This is an optimization exercise on Yosys and OpenROAD, whose aim is small area, a short achievable clock period and few clock cycles, not a production implementation. The RTL was checked by simulation tests, not by an equivalence proof against the original design.

`flow/flow/run.sh`:
```
#!/bin/bash
# The standard layout (the standard.sh, synthesis included, unchanged), except that
# the port buffers are plain buffers instead of the default delay cells. Its make output
# goes to standard.log here; ORFS's own per-step logs stay under orfs/logs.
set -euo pipefail
bash standard.sh BUFFER_PORTS_ARGS="-buffer_cell sky130_fd_sc_hd__buf_2" finish > standard.log 2>&1
```
`flow/standard.sh`:
```
#!/bin/bash
# synth_recipe.tcl (not shown) runs the flow's synth.tcl, then flattens the netlist and writes it again
# the make line also repeats each setting of config.mk as NAME=value (left out here)
make -C /OpenROAD-flow-scripts/flow DESIGN_CONFIG=/design/flow/config.mk WORK_HOME=/design/flow/orfs CLKGATE_MAP_FILE= SYNTH_SCRIPT=/design/flow/synth_recipe.tcl "${@:-finish}"
```
`flow/config.mk`:
```
export PLATFORM = sky130hd
export DESIGN_NAME = wn_dot
export DESIGN_NICKNAME = wn_dot
export VERILOG_FILES = /design/flow/design.v
export SDC_FILE = /design/flow/constraint.sdc
export NUM_CORES = 4
export LEC_CHECK = 0
export ABC_AREA = 1
export CAP_MARGIN = 20
export CORE_MARGIN = 2
export CORE_UTILIZATION = 40
export SETUP_SLACK_MARGIN = 3.5
export SLEW_MARGIN = 20
```
`flow/constraint.sdc`:
```
create_clock -name core_clock -period 8.0 [get_ports {clk}]
set_input_delay 1.6000 -clock core_clock [delete_from_list [all_inputs] [get_ports {clk}]]
set_output_delay 1.6000 -clock core_clock [all_outputs]
set_load 0.01 [all_outputs]
```
`flow/design.v`:
```
module wn_dot #(
   parameter int unsigned NCH  = 16,
   parameter int unsigned DW   = 8,
   parameter int unsigned AW   = 4,
   parameter int unsigned ACCW = 2*DW+AW,
   parameter int unsigned OW   = DW
) (
   input  logic                     clk,
   input  logic                     xrst,
   input  logic                     start,
   input  logic [AW-1:0]            len,
   input  logic                     relu,
   output logic [AW-1:0]            x_raddr,
   input  logic signed [DW-1:0]     x_rdata,
   output logic [NCH*AW-1:0]        w_raddr,
   input  logic signed [NCH*DW-1:0] w_rdata,
   output logic [NCH*OW-1:0]        y,
   output logic                     busy,
   output logic                     finish
);
   localparam logic [ACCW-1:0] K_TERM = 20'hfab00;
   localparam int unsigned NCOPY = 8;
   localparam int unsigned SPLIT = 12;
   logic          r_busy;
   logic          r_run;       
   logic [AW-1:0] r_addr;
   logic [AW-1:0] r_len_m1;
   logic          r_relu;
   logic          r_first1;    
   logic          r_last1, r_last2;
   logic          r_finish;
   logic [ACCW-1:0] w_pre;     
   logic w_accept, w_fetch, w_last;
   assign w_accept = start & ~r_busy;
   assign w_fetch  = w_accept | r_run;
   assign w_last   = w_accept ? (len == AW'(1)) : (r_run & (r_addr == r_len_m1));
   always_ff @(posedge clk or negedge xrst) begin
      if (!xrst) begin
         r_busy   <= 1'b0;
         r_run    <= 1'b0;
         r_addr   <= '0;
         r_len_m1 <= '0;
         r_relu   <= 1'b0;
         r_first1 <= 1'b0;
         r_last1  <= 1'b0;
         r_last2  <= 1'b0;
         r_finish <= 1'b0;
      end else begin
         r_busy   <= w_accept | (r_busy & ~r_last2);
         r_run    <= w_fetch & ~w_last;
         r_addr   <= (w_fetch & ~w_last) ? r_addr + AW'(1) : '0;
         if (w_accept) begin
            r_len_m1 <= len - AW'(1);
            r_relu   <= relu;
         end
         r_first1 <= w_accept;
         r_last1  <= w_last;
         r_last2  <= r_last1;
         r_finish <= r_last2;
      end
   end
   assign w_pre = ACCW'({r_len_m1 + AW'(1) == '0, AW'(r_len_m1 + AW'(1))}) * K_TERM;
   logic [3:0] w_one, w_two, w_neg;
   always_comb begin
      for (int k = 0; k < 4; k++) begin
         logic b2, b1, b0;
         b2 = x_rdata[2*k+1];
         b1 = x_rdata[2*k];
         b0 = (k == 0) ? 1'b0 : x_rdata[2*k-1];
         w_one[k] = b1 ^ b0;
         w_two[k] = (b2 & ~b1 & ~b0) | (~b2 & b1 & b0);
         w_neg[k] = b2;
      end
   end
   logic [3:0] r_one0, r_two0, r_neg0;
   always_ff @(posedge clk) begin
      r_one0 <= w_one;
      r_two0 <= w_two;
      r_neg0 <= w_neg;
   end
   logic [3:0] r_one1, r_two1, r_neg1;
   always_ff @(posedge clk) begin
      r_one1 <= w_one;
      r_two1 <= w_two;
      r_neg1 <= ~w_neg;
   end
   logic [3:0] r_one2, r_two2, r_neg2;
   always_ff @(posedge clk) begin
      r_one2 <= w_one;
      r_two2 <= ~w_two;
      r_neg2 <= w_neg;
   end
   logic [3:0] r_one3, r_two3, r_neg3;
   always_ff @(posedge clk) begin
      r_one3 <= w_one;
      r_two3 <= ~w_two;
      r_neg3 <= ~w_neg;
   end
   logic [3:0] r_one4, r_two4, r_neg4;
   always_ff @(posedge clk) begin
      r_one4 <= ~w_one;
      r_two4 <= w_two;
      r_neg4 <= w_neg;
   end
   logic [3:0] r_one5, r_two5, r_neg5;
   always_ff @(posedge clk) begin
      r_one5 <= ~w_one;
      r_two5 <= w_two;
      r_neg5 <= ~w_neg;
   end
   logic [3:0] r_one6, r_two6, r_neg6;
   always_ff @(posedge clk) begin
      r_one6 <= ~w_one;
      r_two6 <= ~w_two;
      r_neg6 <= w_neg;
   end
   logic [3:0] r_one7, r_two7, r_neg7;
   always_ff @(posedge clk) begin
      r_one7 <= ~w_one;
      r_two7 <= ~w_two;
      r_neg7 <= ~w_neg;
   end
   logic [DW-1:0]   r_w   [NCH];
   logic [ACCW-1:0] r_acc [NCH];    
   logic [ACCW-1:0] w_sum [NCH];
   logic            r_cs  [NCH];    
   logic            w_cs  [NCH];
   for (genvar c = 0; c < NCH; c++) begin : g_ch
      logic [ACCW-1:0] w_ain;
      logic [3:0]      w_c_one, w_c_two, w_c_neg;
      assign w_ain = r_acc[c];
      always_comb begin
         if (c / (NCH / NCOPY) == 0) begin
            w_c_one = r_one0;
            w_c_two = r_two0;
            w_c_neg = r_neg0;
         end
         else if (c / (NCH / NCOPY) == 1) begin
            w_c_one = r_one1;
            w_c_two = r_two1;
            w_c_neg = ~r_neg1;
         end
         else if (c / (NCH / NCOPY) == 2) begin
            w_c_one = r_one2;
            w_c_two = ~r_two2;
            w_c_neg = r_neg2;
         end
         else if (c / (NCH / NCOPY) == 3) begin
            w_c_one = r_one3;
            w_c_two = ~r_two3;
            w_c_neg = ~r_neg3;
         end
         else if (c / (NCH / NCOPY) == 4) begin
            w_c_one = ~r_one4;
            w_c_two = r_two4;
            w_c_neg = r_neg4;
         end
         else if (c / (NCH / NCOPY) == 5) begin
            w_c_one = ~r_one5;
            w_c_two = r_two5;
            w_c_neg = ~r_neg5;
         end
         else if (c / (NCH / NCOPY) == 6) begin
            w_c_one = ~r_one6;
            w_c_two = ~r_two6;
            w_c_neg = r_neg6;
         end
         else if (c / (NCH / NCOPY) == 7) begin
            w_c_one = ~r_one7;
            w_c_two = ~r_two7;
            w_c_neg = ~r_neg7;
         end
         else begin
            w_c_one = r_one0;
            w_c_two = r_two0;
            w_c_neg = r_neg0;
         end
      end
      wn_dot_mac u_mac (.i_one(w_c_one), .i_two(w_c_two), .i_neg(w_c_neg), .i_w(r_w[c]),
                        .i_acc(w_ain), .i_cs(r_cs[c]), .o_cs(w_cs[c]),
                        .o_sum(w_sum[c]));
      always_ff @(posedge clk) begin
         r_w[c]   <= w_rdata[c*DW +: DW];
         r_acc[c] <= r_first1 ? w_pre : w_sum[c];
         r_cs[c]  <= w_cs[c] & ~r_first1;
      end
   end
   always_comb begin
      for (int c = 0; c < NCH; c++) begin
         logic [ACCW-1:SPLIT] hi;
         logic                cs, neg, top1, top0, in_range;
         hi   = r_acc[c][ACCW-1:SPLIT];
         cs   = r_cs[c];
         top1 = cs ? (hi == {{(ACCW-SPLIT-1){1'b1}}, 1'b0}) : (hi == '1);    
         top0 = cs ? (hi == '1) : (hi == '0);                               
         neg  = hi[ACCW-1] ^ (cs & (hi[ACCW-2:SPLIT] == '1));
         in_range = (top1 & (r_acc[c][SPLIT-1:OW-1] == '1)) | (top0 & (r_acc[c][SPLIT-1:OW-1] == '0));
         if (r_relu && neg) y[c*OW +: OW] = '0;
         else if (in_range) y[c*OW +: OW] = r_acc[c][OW-1:0];
         else if (neg)      y[c*OW +: OW] = {1'b1, {(OW-1){1'b0}}};
         else               y[c*OW +: OW] = {1'b0, {(OW-1){1'b1}}};
      end
   end
   assign x_raddr = r_addr;
   assign w_raddr = {NCH{r_addr}};
   assign busy    = r_busy;
   assign finish  = r_finish;
endmodule
module wn_dot_mac (
   input  logic [3:0]  i_one,    
   input  logic [3:0]  i_two,    
   input  logic [3:0]  i_neg,    
   input  logic [7:0]  i_w,
   input  logic [19:0] i_acc,
   input  logic        i_cs,     
   output logic        o_cs,
   output logic [19:0] o_sum
);
   logic s1, c1;
   logic s2, c2;
   logic s3, c3;
   logic s4, c4;
   logic s5, c5;
   logic s6, c6;
   logic s7, c7;
   logic s8, c8;
   logic s9, c9;
   logic s10, c10;
   logic s11, c11;
   logic s12, c12;
   logic s13, c13;
   logic s14, c14;
   logic s15, c15;
   logic s16, c16;
   logic s17, c17;
   logic s18, c18;
   logic s19, c19;
   logic s20, c20;
   logic s21, c21;
   logic s22, c22;
   logic s23, c23;
   logic s24, c24;
   logic s25, c25;
   logic s26, c26;
   logic s27, c27;
   logic s28, c28;
   logic s29, c29;
   logic s30, c30;
   logic s31, c31;
   logic s32, c32;
   logic s33, c33;
   logic s34, c34;
   logic s35, c35;
   logic s36, c36;
   assign s1 = i_acc[4] ^ i_neg[2];
   assign c1 = i_acc[4] & i_neg[2];
   assign s2 = i_acc[5] ^ (i_neg[0] ^ ((i_one[0] & i_w[5]) | (i_two[0] & i_w[4])));
   assign c2 = i_acc[5] & (i_neg[0] ^ ((i_one[0] & i_w[5]) | (i_two[0] & i_w[4])));
   assign s3 = i_acc[6] ^ i_neg[3] ^ (i_neg[0] ^ ((i_one[0] & i_w[6]) | (i_two[0] & i_w[5])));
   assign c3 = (i_acc[6] & i_neg[3]) | (i_acc[6] & (i_neg[0] ^ ((i_one[0] & i_w[6]) | (i_two[0] & i_w[5])))) | (i_neg[3] & (i_neg[0] ^ ((i_one[0] & i_w[6]) | (i_two[0] & i_w[5]))));
   assign s4 = (i_neg[1] ^ ((i_one[1] & i_w[4]) | (i_two[1] & i_w[3]))) ^ (i_neg[2] ^ ((i_one[2] & i_w[2]) | (i_two[2] & i_w[1])));
   assign c4 = (i_neg[1] ^ ((i_one[1] & i_w[4]) | (i_two[1] & i_w[3]))) & (i_neg[2] ^ ((i_one[2] & i_w[2]) | (i_two[2] & i_w[1])));
   assign s5 = i_acc[7] ^ (i_neg[0] ^ ((i_one[0] & i_w[7]) | (i_two[0] & i_w[6]))) ^ (i_neg[1] ^ ((i_one[1] & i_w[5]) | (i_two[1] & i_w[4])));
   assign c5 = (i_acc[7] & (i_neg[0] ^ ((i_one[0] & i_w[7]) | (i_two[0] & i_w[6])))) | (i_acc[7] & (i_neg[1] ^ ((i_one[1] & i_w[5]) | (i_two[1] & i_w[4])))) | ((i_neg[0] ^ ((i_one[0] & i_w[7]) | (i_two[0] & i_w[6]))) & (i_neg[1] ^ ((i_one[1] & i_w[5]) | (i_two[1] & i_w[4]))));
   assign s6 = (i_neg[2] ^ ((i_one[2] & i_w[3]) | (i_two[2] & i_w[2]))) ^ (i_neg[3] ^ ((i_one[3] & i_w[1]) | (i_two[3] & i_w[0])));
   assign c6 = (i_neg[2] ^ ((i_one[2] & i_w[3]) | (i_two[2] & i_w[2]))) & (i_neg[3] ^ ((i_one[3] & i_w[1]) | (i_two[3] & i_w[0])));
   assign s7 = i_acc[8] ^ (i_neg[1] ^ ((i_one[1] & i_w[6]) | (i_two[1] & i_w[5]))) ^ (i_neg[2] ^ ((i_one[2] & i_w[4]) | (i_two[2] & i_w[3])));
   assign c7 = (i_acc[8] & (i_neg[1] ^ ((i_one[1] & i_w[6]) | (i_two[1] & i_w[5])))) | (i_acc[8] & (i_neg[2] ^ ((i_one[2] & i_w[4]) | (i_two[2] & i_w[3])))) | ((i_neg[1] ^ ((i_one[1] & i_w[6]) | (i_two[1] & i_w[5]))) & (i_neg[2] ^ ((i_one[2] & i_w[4]) | (i_two[2] & i_w[3]))));
   assign s8 = (i_neg[3] ^ ((i_one[3] & i_w[2]) | (i_two[3] & i_w[1]))) ^ ~(i_neg[0] ^ ((i_one[0] & i_w[7]) | (i_two[0] & i_w[7])));
   assign c8 = (i_neg[3] ^ ((i_one[3] & i_w[2]) | (i_two[3] & i_w[1]))) & ~(i_neg[0] ^ ((i_one[0] & i_w[7]) | (i_two[0] & i_w[7])));
   assign s9 = i_acc[9] ^ (i_neg[1] ^ ((i_one[1] & i_w[7]) | (i_two[1] & i_w[6]))) ^ (i_neg[2] ^ ((i_one[2] & i_w[5]) | (i_two[2] & i_w[4])));
   assign c9 = (i_acc[9] & (i_neg[1] ^ ((i_one[1] & i_w[7]) | (i_two[1] & i_w[6])))) | (i_acc[9] & (i_neg[2] ^ ((i_one[2] & i_w[5]) | (i_two[2] & i_w[4])))) | ((i_neg[1] ^ ((i_one[1] & i_w[7]) | (i_two[1] & i_w[6]))) & (i_neg[2] ^ ((i_one[2] & i_w[5]) | (i_two[2] & i_w[4]))));
   assign s10 = i_acc[10] ^ (i_neg[2] ^ ((i_one[2] & i_w[6]) | (i_two[2] & i_w[5])));
   assign c10 = i_acc[10] & (i_neg[2] ^ ((i_one[2] & i_w[6]) | (i_two[2] & i_w[5])));
   assign s11 = i_acc[2] ^ i_neg[1];
   assign c11 = i_acc[2] & i_neg[1];
   assign s12 = i_acc[3] ^ (i_neg[0] ^ ((i_one[0] & i_w[3]) | (i_two[0] & i_w[2])));
   assign c12 = i_acc[3] & (i_neg[0] ^ ((i_one[0] & i_w[3]) | (i_two[0] & i_w[2])));
   assign s13 = (i_neg[0] ^ ((i_one[0] & i_w[4]) | (i_two[0] & i_w[3]))) ^ (i_neg[1] ^ ((i_one[1] & i_w[2]) | (i_two[1] & i_w[1]))) ^ (i_neg[2] ^ (i_one[2] & i_w[0]));
   assign c13 = ((i_neg[0] ^ ((i_one[0] & i_w[4]) | (i_two[0] & i_w[3]))) & (i_neg[1] ^ ((i_one[1] & i_w[2]) | (i_two[1] & i_w[1])))) | ((i_neg[0] ^ ((i_one[0] & i_w[4]) | (i_two[0] & i_w[3]))) & (i_neg[2] ^ (i_one[2] & i_w[0]))) | ((i_neg[1] ^ ((i_one[1] & i_w[2]) | (i_two[1] & i_w[1]))) & (i_neg[2] ^ (i_one[2] & i_w[0])));
   assign s14 = c1 ^ (i_neg[1] ^ ((i_one[1] & i_w[3]) | (i_two[1] & i_w[2]))) ^ (i_neg[2] ^ ((i_one[2] & i_w[1]) | (i_two[2] & i_w[0])));
   assign c14 = (c1 & (i_neg[1] ^ ((i_one[1] & i_w[3]) | (i_two[1] & i_w[2])))) | (c1 & (i_neg[2] ^ ((i_one[2] & i_w[1]) | (i_two[2] & i_w[0])))) | ((i_neg[1] ^ ((i_one[1] & i_w[3]) | (i_two[1] & i_w[2]))) & (i_neg[2] ^ ((i_one[2] & i_w[1]) | (i_two[2] & i_w[0]))));
   assign s15 = (i_neg[3] ^ (i_one[3] & i_w[0])) ^ c2 ^ s4;
   assign c15 = ((i_neg[3] ^ (i_one[3] & i_w[0])) & c2) | ((i_neg[3] ^ (i_one[3] & i_w[0])) & s4) | (c2 & s4);
   assign s16 = c4 ^ s6 ^ c3;
   assign c16 = (c4 & s6) | (c4 & c3) | (s6 & c3);
   assign s17 = c6 ^ s8 ^ c5;
   assign c17 = (c6 & s8) | (c6 & c5) | (s8 & c5);
   assign s18 = (i_neg[3] ^ ((i_one[3] & i_w[3]) | (i_two[3] & i_w[2]))) ^ c8 ^ c7;
   assign c18 = ((i_neg[3] ^ ((i_one[3] & i_w[3]) | (i_two[3] & i_w[2]))) & c8) | ((i_neg[3] ^ ((i_one[3] & i_w[3]) | (i_two[3] & i_w[2]))) & c7) | (c8 & c7);
   assign s19 = (i_neg[3] ^ ((i_one[3] & i_w[4]) | (i_two[3] & i_w[3]))) ^ ~(i_neg[1] ^ ((i_one[1] & i_w[7]) | (i_two[1] & i_w[7]))) ^ s10;
   assign c19 = ((i_neg[3] ^ ((i_one[3] & i_w[4]) | (i_two[3] & i_w[3]))) & ~(i_neg[1] ^ ((i_one[1] & i_w[7]) | (i_two[1] & i_w[7])))) | ((i_neg[3] ^ ((i_one[3] & i_w[4]) | (i_two[3] & i_w[3]))) & s10) | (~(i_neg[1] ^ ((i_one[1] & i_w[7]) | (i_two[1] & i_w[7]))) & s10);
   assign s20 = i_acc[11] ^ (i_neg[2] ^ ((i_one[2] & i_w[7]) | (i_two[2] & i_w[6]))) ^ (i_neg[3] ^ ((i_one[3] & i_w[5]) | (i_two[3] & i_w[4])));
   assign c20 = (i_acc[11] & (i_neg[2] ^ ((i_one[2] & i_w[7]) | (i_two[2] & i_w[6])))) | (i_acc[11] & (i_neg[3] ^ ((i_one[3] & i_w[5]) | (i_two[3] & i_w[4])))) | ((i_neg[2] ^ ((i_one[2] & i_w[7]) | (i_two[2] & i_w[6]))) & (i_neg[3] ^ ((i_one[3] & i_w[5]) | (i_two[3] & i_w[4]))));
   assign s21 = i_acc[12] ^ i_cs ^ (i_neg[3] ^ ((i_one[3] & i_w[6]) | (i_two[3] & i_w[5])));
   assign c21 = (i_acc[12] & i_cs) | (i_acc[12] & (i_neg[3] ^ ((i_one[3] & i_w[6]) | (i_two[3] & i_w[5])))) | (i_cs & (i_neg[3] ^ ((i_one[3] & i_w[6]) | (i_two[3] & i_w[5]))));
   assign s22 = i_acc[0] ^ i_neg[0];
   assign c22 = i_acc[0] & i_neg[0];
   assign s23 = i_acc[1] ^ (i_neg[0] ^ ((i_one[0] & i_w[1]) | (i_two[0] & i_w[0])));
   assign c23 = i_acc[1] & (i_neg[0] ^ ((i_one[0] & i_w[1]) | (i_two[0] & i_w[0])));
   assign s24 = (i_neg[0] ^ ((i_one[0] & i_w[2]) | (i_two[0] & i_w[1]))) ^ (i_neg[1] ^ (i_one[1] & i_w[0])) ^ s11;
   assign c24 = ((i_neg[0] ^ ((i_one[0] & i_w[2]) | (i_two[0] & i_w[1]))) & (i_neg[1] ^ (i_one[1] & i_w[0]))) | ((i_neg[0] ^ ((i_one[0] & i_w[2]) | (i_two[0] & i_w[1]))) & s11) | ((i_neg[1] ^ (i_one[1] & i_w[0])) & s11);
   assign s25 = c11 ^ (i_neg[1] ^ ((i_one[1] & i_w[1]) | (i_two[1] & i_w[0]))) ^ s12;
   assign c25 = (c11 & (i_neg[1] ^ ((i_one[1] & i_w[1]) | (i_two[1] & i_w[0])))) | (c11 & s12) | ((i_neg[1] ^ ((i_one[1] & i_w[1]) | (i_two[1] & i_w[0]))) & s12);
   assign s26 = s1 ^ c12 ^ s13;
   assign c26 = (s1 & c12) | (s1 & s13) | (c12 & s13);
   assign s27 = s2 ^ c13 ^ s14;
   assign c27 = (s2 & c13) | (s2 & s14) | (c13 & s14);
   assign s28 = c14 ^ s3 ^ s15;
   assign c28 = (c14 & s3) | (c14 & s15) | (s3 & s15);
   assign s29 = s5 ^ c15 ^ s16;
   assign c29 = (s5 & c15) | (s5 & s16) | (c15 & s16);
   assign s30 = s7 ^ c16 ^ s17;
   assign c30 = (s7 & c16) | (s7 & s17) | (c16 & s17);
   assign s31 = s9 ^ c17 ^ s18;
   assign c31 = (s9 & c17) | (s9 & s18) | (c17 & s18);
   assign s32 = c9 ^ s19 ^ c18;
   assign c32 = (c9 & s19) | (c9 & c18) | (s19 & c18);
   assign s33 = c10 ^ s20 ^ c19;
   assign c33 = (c10 & s20) | (c10 & c19) | (s20 & c19);
   assign s34 = ~(i_neg[2] ^ ((i_one[2] & i_w[7]) | (i_two[2] & i_w[7]))) ^ c20 ^ s21;
   assign c34 = (~(i_neg[2] ^ ((i_one[2] & i_w[7]) | (i_two[2] & i_w[7]))) & c20) | (~(i_neg[2] ^ ((i_one[2] & i_w[7]) | (i_two[2] & i_w[7]))) & s21) | (c20 & s21);
   assign s35 = i_acc[13] ^ (i_neg[3] ^ ((i_one[3] & i_w[7]) | (i_two[3] & i_w[6]))) ^ c21;
   assign c35 = (i_acc[13] & (i_neg[3] ^ ((i_one[3] & i_w[7]) | (i_two[3] & i_w[6])))) | (i_acc[13] & c21) | ((i_neg[3] ^ ((i_one[3] & i_w[7]) | (i_two[3] & i_w[6]))) & c21);
   assign s36 = i_acc[14] ^ ~(i_neg[3] ^ ((i_one[3] & i_w[7]) | (i_two[3] & i_w[7])));
   assign c36 = i_acc[14] & ~(i_neg[3] ^ ((i_one[3] & i_w[7]) | (i_two[3] & i_w[7])));
   logic [19:0] w_ra, w_rb;
   assign w_ra = {i_acc[19], i_acc[18], i_acc[17], i_acc[16], i_acc[15], s36, c34, s34, s33, s32, c30, c29, c28, c27, c26, c25, c24, c23, c22, (i_neg[0] ^ (i_one[0] & i_w[0]))};
   assign w_rb = {1'b0, 1'b0, 1'b0, 1'b0, c36, c35, s35, c33, c32, c31, s31, s30, s29, s28, s27, s26, s25, s24, s23, s22};
   assign {o_cs, o_sum[11:0]} = 13'(w_ra[11:0]) + 13'(w_rb[11:0]);
   assign o_sum[19:12] = w_ra[19:12] + w_rb[19:12];
endmodule
```
==> load_flow_metrics.sql, run 1 <==
INSERT INTO impl_metrics (metric_group, metric, value, unit) VALUES
('status', 'status', 'finished clean', ''),
('logic_synthesis', 'share_of_synthesized_cell_area_in_and_or_nand_and_nor_gates', '16.3', '%'),
('setup_path', 'path_delay_family', 'simple AND/OR/NAND/NOR gates', ''),
('setup_path', 'worst_ep_arrival_time', '2.79', 'ns'),
('setup_path', 'critical-path-slowest-cell', 'a21oi_1', ''),
('routing', 'drt_first_iter_violations', '3802', ''),
('setup_path', 'critPathLaunchType', 'register', ''),
('logic_synthesis', 'synthFlopType', 'dfxtp_1', ''),
('global_route', 'grt_pass1_vias', '45900', ''),
('floorplan', 'die_height', '363', 'um'),
('logic_synthesis', 'synthesis.instances', '6781', ''),
('clock_network', 'clkSinkCount', '503', ''),
('timing', 'slew_headroom', '23.4', '%'),
('logic_synthesis', 'number_of_synthesized_register_bits', '503', ''),
('timing', 'grt_setup_unrepaired', 'true', ''),
('global_route', 'grt_max_degree', '169', ''),
('routing', 'detail_route.wl_per_cell', '19.5', 'um'),
('run', 'drv.max_cap_violation_count', '0', ''),
('routing', 'detail_routed_via_count_per_cell', '5.31', ''),
('logic_synthesis', 'avgSynthCellArea', '7.61', 'um2'),
('logic_synthesis', 'yosys.area_share.xor_xnor', '10.8', '%'),
('timing', 'timing.clock.skew', '0.0251', 'ns'),
('logic_synthesis', 'synth_compound_gate_area_share', '13.9', '%'),
('place', 'final_wtd_congestion', '0.913', ''),
('place', 'post-dp-hpwl', '123', 'mm'),
('setup_path', 'crit_path_start', 'r_acc[3][16]$_DFF_P_', ''),
('clock_network', 'cts_htree_levels', '3', ''),
('logic_synthesis', 'syn-cell-area', '51600', 'um2'),
('timing', 'worst_margin_slew', '1.15', 'ns'),
('logic_synthesis', 'post-synth-top-count-cell', 'nand2_1', ''),
('clock_network', 'clk-insertion-delay-late', '0.68', 'ns'),
('timing', 'setup-violations-final', '0', ''),
('routing', 'route.vias.total', '46100', ''),
('finish', 'drive_gt1_share', '8.33', '%'),
('clock_network', 'clkSlewWorstSetupHoldPaths', '0.06', 'ns'),
('logic_synthesis', 'post_synth_fa_ha_maj_area_fraction', '28.0', '%'),
('finish', 'nets', '8009', ''),
('setup_path', 'timing.rr.end', 'r_cs[5]$_DFF_P_', ''),
('floorplan', 'core', '128000', 'um2'),
('timing', 'fmaxAchievable', '228', 'MHz'),
('clock_network', 'clk_root_buffer_cell', 'clkbuf_16', ''),
('worst_hold_path', 'min_from', 'r_last1$_DFF_PN0_', ''),
('logic_synthesis', 'synth_edf_count', '0', ''),
('floorplan', 'fp.dieW', '363', 'um'),
('setup_path', 'setup.worst_path.end_class', 'output pin', ''),
('setup_path', 'r2r-start', 'r_neg0[0]$_DFF_P_', ''),
('logic_synthesis', 'postSynth.asyncResetShare', '2.98', '%'),
('logic_synthesis', 'synth_top_cell_by_area', 'dfxtp_1', ''),
('clock_network', 'cts_made_buffers', '69', ''),
('setup_path', 'worst_r2r_path_depth', '13', ''),
('setup_path', 'critPathMaxFanout', '7', ''),
('logic_synthesis', 'synth.top_cell.area_share', '18.9', '%'),
('setup_path', 'timing_worst_setup_path_type', 'reg -> out', ''),
('logic_synthesis', 'post_synthesis_mux_area_share', '0', '%'),
('logic_synthesis', 'dominant_combinational_cell_family_by_area_after_synthesis', 'adder cells', ''),
('logic_synthesis', 'count_of_cell_types_in_the_netlist', '39', ''),
('worst_hold_path', 'worst_hold_path.endpoint', 'r_last2$_DFF_PN0_', ''),
('clock_network', 'clockBufferDepth', '3', ''),
('worst_hold_path', 'timing.hold.worst_path_depth', '0', ''),
('logic_synthesis', 'synth-seq-area-share', '19.7', '%'),
('timing', 'hold-worst-slack', '0.365', 'ns'),
('setup_path', 'worst-r2r-setup-slack', '3.65', 'ns'),
('logic_synthesis', 'synth_top_cells_by_count', '1178 x nand2_1, 1142 x inv_1, 621 x xor2_1, 488 x dfxtp_1, 457 x ha_1', ''),
('global_route', 'grt_remaining_overflow', '0', ''),
('setup_path', 'worst_ep_required_time', '6.40', 'ns');
==> logic make-up after synthesis <==
family,count (synthesis)
AOI/OAI and AO/OA,1259
xor gates and xnor gates,638
and+or+nand+nor,2051
adders and majority gates,894
DFF,503
buffers and inverters,1436
==> stage by stage <==
stage / cell area (um2) / worst slack [ns] / utilization (%) / std cells
3_3_place_gp: 54300 / 3.03 / 42.5 / 8547
6_report: 57300 / 3.61 / 44.8 / 8693
4_1_cts: 56900 / 3.51 / 44.5 / 8677
3_5_place_dp: 54400 / 2.94 / 42.5 / 8547
2_1_floorplan: 51600 / 4.00 / - / 6781
5_1_grt: 57300 / 3.48 / 44.8 / 8689
==> flip-flops by register name (all words and copies together), names as in the netlist <==
name / count
r_finish: 1
r_w: 128
r_first1: 1
r_len_m1: 4
r_neg0: 4
r_one4: 4
r_one0: 4
r_relu: 1
r_acc: 320
r_cs: 16
r_last1: 1
r_last2: 1
r_busy: 1
r_two2: 4
r_addr: 4
r_two0: 4
r_neg1: 4
r_run: 1
==> layer usage <==
layer | share of wire, % | vias to the layer above | track usage (%)
li1 | - | 22300 | -
met1 | 44 | 22000 | 33.6
met2 | 45 | 1578 | 40.9
met3 | 7.4 | 293 | 4.49
met4 | 4.3 | 0 | 9.95
met5 | 0 | - | 0
==> how the worst max path moves through the flow <==
stage                             to  slack (ns)
2_1_floorplan  r_acc[10][16]$_DFF_P_        4.00
3_3_place_gp    r_acc[1][17]$_DFF_P_        3.03
3_5_place_dp    r_acc[7][15]$_DFF_P_        2.94
4_1_cts              r_cs[5]$_DFF_P_        3.51
5_1_grt                        y[28]        3.48
6_report                       y[30]        3.61
==> placed cells by master, fill, tap and decap left out, drive strengths merged, types with 15 or more instances in the layout <==
| cell type | netlist | final |
|---|---|---|
| inv | 1150 | 1153 |
| nor4 | 21 | 21 |
| dfxtp | 488 | 488 |
| dfrtp | 15 | 15 |
| xnor2 | 17 | 17 |
| clkbuf | 83 | 92 |
| nand3 | 296 | 296 |
| nor3 | 67 | 67 |
| clkinv | 2 | 19 |
| buf | 201 | 401 |
| a31oi | 57 | 57 |
| nor2 | 428 | 428 |
| o21ai | 287 | 287 |
| fa | 437 | 437 |
| o22ai | 448 | 448 |
| nand2 | 1179 | 1179 |
| o21bai | 34 | 34 |
| xor2 | 621 | 621 |
| nand4 | 51 | 51 |
| a21o | 36 | 36 |
| a21oi | 369 | 369 |
| o21a | 17 | 17 |
| ha | 457 | 457 |
==> area by class of cell <==
| cell class | count | area (um2) |
|---|---|---|
| Inverter | 1152 | 4390 |
| Sequential cell | 503 | 10200 |
| Tap cell | 1662 | 2080 |
| Clock inverter | 37 | 492 |
| Fill cell | 13000 | 70600 |
| Multi-Input combinational cell | 4842 | 35700 |
| Clock buffer | 90 | 1940 |
| Timing Repair Buffer | 403 | 2420 |
| Antenna cell | 4 | 10.0 |
==> timing repair <==
item	CTS	global route
hold endpoints to repair	0	0
setup endpoints to repair	123	203
buffers inserted	3	11
gates resized for setup	16	51
pin swaps	2	2
cloned	0	1
==> worst reg2reg max path, delay by kind of cell, from the launching register on <==
family          cells  cell delay [ns]
flops               1             0.69
compound gates      4             0.78
buf+inv             4             0.56
xor+xnor            1             0.33
fa+ha+maj           4             1.87
Testbench counts, summed over its fixed seeds: cycles 17,126.
==> inputs of run 2 (changes only) <==
--- a/flow/config.mk
+++ b/flow/config.mk
@@ -8,6 +8,7 @@
 export ABC_AREA = 1
 export CAP_MARGIN = 20
 export CORE_MARGIN = 2
-export CORE_UTILIZATION = 40
+export CORE_UTILIZATION = 70
+export PLACE_DENSITY = 0.75
 export SETUP_SLACK_MARGIN = 3.5
 export SLEW_MARGIN = 20
==> run 2 against run 1 <==
Net effect: critical path depth up 17; die area decreased by 42%; wire length down 6.4%; hold slack got worse by 0.0056 ns; count of clock-buffer cells in the layout is 12 lower; sequential share of layout area is 0.41 points higher; largest cell class unchanged; critical path type is now reg -> reg.
==> load_flow_metrics.sql, run 2 <==
INSERT INTO impl_metrics (metric_group, metric, value, unit) VALUES
('finish', 'nets', '7994', ''),
('setup_path', 'critPathMaxFanout', '8', ''),
('routing', 'drt_first_pass_iters', '7', ''),
('place', 'detailedPlace.worstSlack', '3.19', 'ns'),
('timing', 'slew_headroom', '29.4', '%'),
('logic_synthesis', 'count_of_cell_types_in_the_netlist', '39', ''),
('floorplan', 'die-area', '75900', 'um2'),
('run', 'drv.max_cap_violation_count', '0', ''),
('finish', 'largest_registers', 'r_acc (320), r_w (128), r_cs (16)', ''),
('logic_synthesis', 'syn-cell-area', '51600', 'um2'),
('timing', 'setup-violations-final', '0', ''),
('global_route', 'grt_remaining_overflow', '0', ''),
('finish', 'final_common_cell', 'nand2_1', ''),
('timing', 'fmaxAchievable', '230', 'MHz'),
('logic_synthesis', 'synth_top_cell_by_area', 'dfxtp_1', ''),
('place', 'post-dp-hpwl', '113', 'mm'),
('clock_network', 'clkSlewWorstSetupHoldPaths', '0.06', 'ns'),
('logic_synthesis', 'postSynth.asyncResetShare', '2.98', '%'),
('timing', 'worst_margin_slew', '1.06', 'ns'),
('timing', 'min_period', '4.34', 'ns'),
('floorplan', 'die_height', '276', 'um'),
('clock_network', 'cts_made_buffers', '59', ''),
('logic_synthesis', 'synth.top_cell.area_share', '18.9', '%'),
('finish', 'largest_register_ff_count', '320', ''),
('floorplan', 'initial_core_util', '70.7', '%'),
('clock_network', 'cts_tree', 'done', ''),
('logic_synthesis', 'synthesis.instances', '6781', ''),
('global_route', 'number_of_antenna_violations_at_the_first_check_in_global_routing', '12', ''),
('timing', 'slew_viol_final', '0', ''),
('setup_path', 'setup.worst_path.end_class', 'register', ''),
('clock_network', 'clk_root_buffer_cell', 'clkbuf_16', ''),
('floorplan', 'rows', '99', ''),
('setup_path', 'timing.rr.end', 'r_acc[3][16]$_DFF_P_', ''),
('finish', 'final_core_utilization', '76.8', '%'),
('timing', 'timing.clock.skew', '0.0189', 'ns'),
('setup_path', 'timing_worst_setup_path_type', 'reg -> reg', ''),
('routing', 'antenna_violating_nets_post_route', '0', ''),
('logic_synthesis', 'synth_top_cells_by_count', '1178 x nand2_1, 1142 x inv_1, 621 x xor2_1, 488 x dfxtp_1, 457 x ha_1', ''),
('routing', 'drt_first_iter_violations', '4610', ''),
('timing', 'setup-tns-final', '0', 'ns'),
('setup_path', 'crit_path_start', 'r_len_m1[0]$_DFFE_PN0P_', ''),
('setup_path', 'crit_path_end', 'r_acc[3][16]$_DFF_P_', ''),
('routing', 'detail_route.wl_per_cell', '20.0', 'um'),
('logic_synthesis', 'synth_warnings', '9', ''),
('logic_synthesis', 'number_of_synthesized_register_bits', '503', ''),
('global_route', 'grt_pass1_vias', '46300', ''),
('setup_path', 'r2r-start', 'r_len_m1[0]$_DFFE_PN0P_', ''),
('timing', 'grt_setup_unrepaired', 'false', ''),
('routing', 'detail_routed_via_count_per_cell', '5.98', ''),
('setup_path', 'worst_r2r_path_depth', '24', ''),
('routing', 'route.vias.total', '47700', ''),
('global_route', 'grt_util_all_layers', '41.1', '%'),
('logic_synthesis', 'synth-seq-area-share', '19.7', '%'),
('logic_synthesis', 'synth_edf_count', '0', ''),
('setup_path', 'worst-r2r-setup-slack', '3.66', 'ns'),
('place', 'placement.cell_area', '53500', 'um2'),
('logic_synthesis', 'avgSynthCellArea', '7.61', 'um2'),
('setup_path', 'critPathLaunchType', 'register', ''),
('floorplan', 'core', '73000', 'um2'),
('clock_network', 'cts.hold.buffers_added', '0', ''),
('routing', 'drt_drc_violations_left', '0', ''),
('finish', 'drive_gt1_share', '8.05', '%'),
('logic_synthesis', 'post-synth-top-count-cell', 'nand2_1', ''),
('clock_network', 'cts_htree_levels', '2', ''),
('finish', 'area.growth.synth_to_final', '8.53', '%'),
('finish', 'layout_common_cells', '1175 x nand2_1, 1132 x inv_1, 620 x xor2_1', ''),
('status', 'status', 'finished clean', ''),
('global_route', 'global_route_wire_length_before_repair', '245', 'mm'),
('logic_synthesis', 'synthFlopType', 'dfxtp_1', ''),
('logic_synthesis', 'post_synth_main_area_contributors', 'dfxtp_1 19%, fa_1 17%, ha_1 11%', ''),
('worst_hold_path', 'holdCritPathClass', 'reg -> reg', ''),
('floorplan', 'fp.dieW', '276', 'um'),
('finish', 'layout.cell_area.non_filler', '56000', 'um2'),
('floorplan', 'floorplan.io_pins', '342', ''),
('clock_network', 'clockBufferDepth', '3', ''),
('clock_network', 'clkSinkCount', '503', ''),
('worst_hold_path', 'min_from', 'r_last1$_DFF_PN0_', ''),
('logic_synthesis', 'syn-num-nets', '7819', ''),
('finish', 'largest-register', 'r_acc', ''),
('global_route', 'grt_max_degree', '87', ''),
('worst_hold_path', 'timing.hold.worst_path_depth', '0', ''),
('setup_path', 'worst_ep_arrival_time', '4.93', 'ns'),
('timing', 'post_route_worst_setup_slack', '3.66', 'ns'),
('place', 'placement.io_buffers', '341', ''),
('routing', 'postRouteWirelength', '159', 'mm'),
('place', 'final_wtd_congestion', '0.960', ''),
('timing', 'timing_hold_violations_final', '0', ''),
('clock_network', 'clk-insertion-delay-late', '0.66', 'ns'),
('setup_path', 'worst_ep_required_time', '8.59', 'ns'),
('timing', 'final_min_period_over_clock_period', '54.3', '%');
run 2: cell counts after synthesis:
No cell type changed its count.
run 2: routing by layer:
layer  vias to the layer above  GRT usage [%]  part of all wire (%)
met1                     22400           51.9                    39
met5                         -              0                 0.048
li1                      22300              -                     -
met4                        12           22.3                   6.3
met3                       604           9.32                    11
met2                      2435           65.5                    44
run 2: stage by stage:
stage          hold slack [ns]  instances
6_report                 0.359       7970
3_5_place_dp             0.348       7848
2_1_floorplan            0.331       6781
3_3_place_gp             0.333       7848
5_1_grt                  0.362       7964
4_1_cts                  0.362       7959
run 2: cell families after synthesis:
logic type / share of synthesized area, %
flip-flops: 19.7
buffers and inverters: 11.2
AND/OR/NAND/NOR: 16.3
AO/OA/AOI/OAI: 13.9
adder cells (fa/ha/maj): 28.0
XOR/XNOR: 10.8
run 2: worst min path at each step:
stage                              endpoint  slack, ns
after floorplan           r_last2$_DFF_PN0_       0.33
after global placement    r_last2$_DFF_PN0_       0.33
after detailed placement  r_last2$_DFF_PN0_       0.35
after CTS                 r_last2$_DFF_PN0_       0.36
after global routing      r_last2$_DFF_PN0_       0.36
final                     r_last2$_DFF_PN0_       0.36
run 2: final cells by class:
cell class,instances,area (um2)
tap,959,1200
inverter,1152,4350
clock inverter,32,502
timing repair buffer,398,2330
clock buffer,78,1690
antenna,6,15.0
multi-input combinational,4842,35700
sequential,503,10200
fill,5521,17000
run 2: critical path, stage by stage (launching register included):
cell	delay [ns]
dfrtp_2	0.45
ha_1	0.25
inv_1	0.08
nand2_1	0.09
nand2_2	0.15
inv_1	0.07
ha_1	0.20
nand2_1	0.07
inv_1	0.06
ha_1	0.32
xnor2_2	0.15
inv_1	0.07
ha_1	0.18
or2_2	0.30
fa_1	0.44
ha_4	0.28
nand2_2	0.08
inv_1	0.06
nand2_1	0.06
nand2_1	0.04
a21oi_1	0.16
xnor2_1	0.15
nand2_2	0.19
clkbuf_16	0.29
nand2_1	0.06
run 2: what timing repair did:
item	in CTS	in global routing
setup buffers	1	4
cloned	0	1
endpoints found under the setup margin	170	220
resized for setup	15	52
==> inputs of run 3 (changes only) <==
--- a/flow/config.mk
+++ b/flow/config.mk
@@ -8,7 +8,7 @@
 export ABC_AREA = 1
 export CAP_MARGIN = 20
 export CORE_MARGIN = 2
-export CORE_UTILIZATION = 70
-export PLACE_DENSITY = 0.75
+export CORE_UTILIZATION = 55
+export PLACE_DENSITY = 0.65
 export SETUP_SLACK_MARGIN = 3.5
 export SLEW_MARGIN = 20
==> run 3 against run 2 <==
Net effect: fmax is 1.9% lower; area after synthesis did not move; largest cell class unchanged; wire length is 2.1% higher.
==> load_flow_metrics.sql, run 3 <==
INSERT INTO impl_metrics (metric_group, metric, value, unit) VALUES
('timing', 'min_period', '4.42', 'ns'),
('routing', 'drt_first_pass_iters', '6', ''),
('global_route', 'grt_max_degree', '115', ''),
('timing', 'grt_setup_unrepaired', 'false', ''),
('logic_synthesis', 'synth.top_cell.area_share', '18.9', '%'),
('routing', 'route.vias.total', '46400', ''),
('logic_synthesis', 'count_of_cell_types_in_the_netlist', '39', ''),
('logic_synthesis', 'synth_top_cell_by_area', 'dfxtp_1', ''),
('floorplan', 'die_height', '310', 'um'),
('timing', 'timing.clock.skew', '0.0308', 'ns'),
('global_route', 'grt_remaining_overflow', '0', ''),
('finish', 'final_common_cell', 'nand2_1', ''),
('logic_synthesis', 'syn-cell-area', '51600', 'um2'),
('finish', 'drive_gt1_share', '8.28', '%'),
('routing', 'detail_route.wl_per_cell', '19.6', 'um'),
('setup_path', 'worst-r2r-setup-slack', '3.64', 'ns'),
('clock_network', 'cts_made_buffers', '66', ''),
('logic_synthesis', 'synth_compound_gate_area_share', '13.9', '%'),
('logic_synthesis', 'post-synth-top-count-cell', 'nand2_1', ''),
('global_route', 'grt_util_all_layers', '33.6', '%'),
('logic_synthesis', 'synth_warnings', '9', ''),
('clock_network', 'cts_htree_levels', '3', ''),
('logic_synthesis', 'yosys.area_share.xor_xnor', '10.8', '%'),
('finish', 'largest_registers', 'r_acc (320), r_w (128), r_cs (16)', ''),
('logic_synthesis', 'postSynth.asyncResetShare', '2.98', '%'),
('floorplan', 'initial_core_util', '55.4', '%'),
('finish', 'largest-register', 'r_acc', ''),
('setup_path', 'r2r-start', 'r_one0[2]$_DFF_P_', ''),
('logic_synthesis', 'number_of_synthesized_register_bits', '503', ''),
('clock_network', 'cts_tree', 'done', ''),
('global_route', 'global_route_wire_length_before_repair', '251', 'mm'),
('logic_synthesis', 'synth-seq-area-share', '19.7', '%'),
('finish', 'layout_common_cells', '1173 x nand2_1, 1131 x inv_1, 620 x xor2_1', ''),
('routing', 'postRouteWirelength', '163', 'mm'),
('setup_path', 'critPathMaxFanout', '17', ''),
('global_route', 'number_of_antenna_violations_at_the_first_check_in_global_routing', '8', ''),
('clock_network', 'clockBufferDepth', '3', ''),
('clock_network', 'clkSinkCount', '503', ''),
('logic_synthesis', 'post_synthesis_mux_area_share', '0', '%'),
('place', 'post-dp-hpwl', '116', 'mm'),
('setup_path', 'worst_ep_required_time', '6.40', 'ns'),
('timing', 'hold-worst-slack', '0.349', 'ns'),
('timing', 'slew_headroom', '28.7', '%'),
('setup_path', 'setup.worst_path.end_class', 'output pin', ''),
('timing', 'worst_margin_slew', '1.07', 'ns'),
('routing', 'antenna_violating_nets_post_route', '0', ''),
('logic_synthesis', 'synthesis.instances', '6781', ''),
('logic_synthesis', 'syn-num-nets', '7819', ''),
('logic_synthesis', 'post_synth_main_area_contributors', 'dfxtp_1 19%, fa_1 17%, ha_1 11%', ''),
('routing', 'drt_first_iter_violations', '3870', ''),
('floorplan', 'rows', '112', ''),
('clock_network', 'clk-insertion-delay-late', '0.65', 'ns'),
('timing', 'slew_viol_final', '0', ''),
('timing', 'setup-violations-final', '0', ''),
('routing', 'drt_drc_violations_left', '0', ''),
('timing', 'final_min_period_over_clock_period', '55.3', '%'),
('logic_synthesis', 'synthFlopType', 'dfxtp_1', ''),
('logic_synthesis', 'share_of_synthesized_cell_area_in_and_or_nand_and_nor_gates', '16.3', '%'),
('clock_network', 'cts.hold.buffers_added', '0', ''),
('timing', 'timing_hold_violations_final', '0', ''),
('worst_hold_path', 'holdCritPathClass', 'reg -> reg', ''),
('floorplan', 'core', '93200', 'um2'),
('clock_network', 'clkSlewWorstSetupHoldPaths', '0.06', 'ns'),
('setup_path', 'crit_path_end', 'y[28]', ''),
('global_route', 'grt_pass1_vias', '45100', ''),
('floorplan', 'die-area', '96300', 'um2'),
('logic_synthesis', 'synth_top_cells_by_count', '1178 x nand2_1, 1142 x inv_1, 621 x xor2_1, 488 x dfxtp_1, 457 x ha_1', ''),
('finish', 'largest_register_ff_count', '320', ''),
('setup_path', 'crit_path_start', 'r_relu$_DFFE_PN0P_', ''),
('clock_network', 'clk_root_buffer_cell', 'clkbuf_16', ''),
('setup_path', 'critPathLaunchType', 'register', ''),
('logic_synthesis', 'synth_edf_count', '0', ''),
('finish', 'area.growth.synth_to_final', '9.54', '%'),
('floorplan', 'fp.dieW', '310', 'um'),
('setup_path', 'timing.rr.end', 'r_cs[1]$_DFF_P_', ''),
('place', 'final_wtd_congestion', '0.926', ''),
('logic_synthesis', 'avgSynthCellArea', '7.61', 'um2'),
('timing', 'setup-tns-final', '0', 'ns'),
('floorplan', 'floorplan.io_pins', '342', ''),
('setup_path', 'worst_ep_arrival_time', '2.82', 'ns'),
('run', 'drv.max_cap_violation_count', '0', ''),
('finish', 'nets', '8006', ''),
('timing', 'fmaxAchievable', '226', 'MHz'),
('routing', 'detail_routed_via_count_per_cell', '5.61', ''),
('setup_path', 'worst_r2r_path_depth', '17', ''),
('setup_path', 'timing_worst_setup_path_type', 'reg -> out', ''),
('status', 'status', 'finished clean', ''),
('logic_synthesis', 'dominant_combinational_cell_family_by_area_after_synthesis', 'adder cells', ''),
('logic_synthesis', 'post_synth_fa_ha_maj_area_fraction', '28.0', '%'),
('place', 'placement.io_buffers', '341', '');
-- run 3: worst min-delay path by stage --
stage          slack (ns)         startpoint                 to  cells after the start
3_5_place_dp         0.35  r_last1$_DFF_PN0_  r_last2$_DFF_PN0_                      0
6_report             0.35  r_last1$_DFF_PN0_  r_last2$_DFF_PN0_                      0
3_3_place_gp         0.34  r_last1$_DFF_PN0_  r_last2$_DFF_PN0_                      0
2_1_floorplan        0.33  r_last1$_DFF_PN0_  r_last2$_DFF_PN0_                      0
5_1_grt              0.36  r_last1$_DFF_PN0_  r_last2$_DFF_PN0_                      0
4_1_cts              0.35  r_last1$_DFF_PN0_  r_last2$_DFF_PN0_                      0
-- run 3: repair_timing --
action                     in CTS  in global routing
setup buffers                   2                 11
cloned                          0                  1
gates resized for setup        15                 44
setup endpoints to repair     210                190
pin swaps                       1                  1
-- run 3: cells by family (layout without fill, tap and decap cells) --
group	after synthesis	after routing
other cells	0	6
simple gates	2051	2051
buf+inv	1436	1670
xor+xnor	638	638
fa+ha+maj	894	894
flops	503	503
compound gates	1259	1259
-- run 3: layout make-up --
cell class	count	area [um2]
clock buffer	90	1960
clock inverter	25	362
antenna	6	15.0
inverter	1152	4370
fill	8818	36700
tap	1254	1570
multi-input combinational	4842	35700
sequential	503	10200
timing repair buffer	403	2320
-- run 3: metal layers --
layer / up-vias / wire length, um / track usage (%)
met5: - / 35 / 0
met4: 4 / 7530 / 15.4
met3: 364 / 12700 / 5.08
met2: 1779 / 72200 / 53.2
met1: 22000 / 70100 / 45.4
li1: 22300 / - / -
-- run 3: worst max-delay path, stage by stage (launching register included) --
cell and delay (ns):
dfrtp_4 0.71, inv_4 0.56, nor2_1 0.25, a21oi_1 0.42, buf_2 0.22
-- run 3: stage by stage --
stage               worst slack, ns  cell area (um2)  std cells  utilization (%)
CTS                            3.51            56200       8257             60.3
floorplan                      4.00            51600       6781                -
finish                         3.58            56500       8275             60.7
global placement               3.08            53800       8140             57.8
detailed placement             2.96            53800       8140             57.8
global route                   3.49            56500       8269             60.6

## separate check: timing with driven ports
How much do the figures lean on ideal ports? The routed layouts below were timed once more, with nothing changed but the port constraints. Step 1: set_driving_cell puts a clkbuf_16 on clk and a buf_2 on each other input, an assumption about the parent block. Step 2 times the ports against the registers' clock, not the clock port: input delays grow and output delays shrink by t, the midpoint of the rising clock arrivals with the driver on. a / b / c = no drivers / after step 1 / after step 2; a / b = the first two.
run | t, ns | slack for setup (ns) | worst hold slack (ns) | clock arrival spread, ns | worst slew at a driven data input, ns
run 1 | 0.742 | 3.610 / 3.534 / 3.646 | 0.365 / 0.365 / 0.365 | 0.031 / 0.031 | 0.17
run 2 | 0.718 | 3.659 / 3.659 / 3.659 | 0.359 / 0.359 / 0.359 | 0.023 / 0.023 | 0.13
run 3 | 0.698 | 3.576 / 3.510 / 3.642 | 0.349 / 0.349 / 0.349 | 0.031 / 0.031 | 0.13
After both steps every run listed still meets setup and hold.
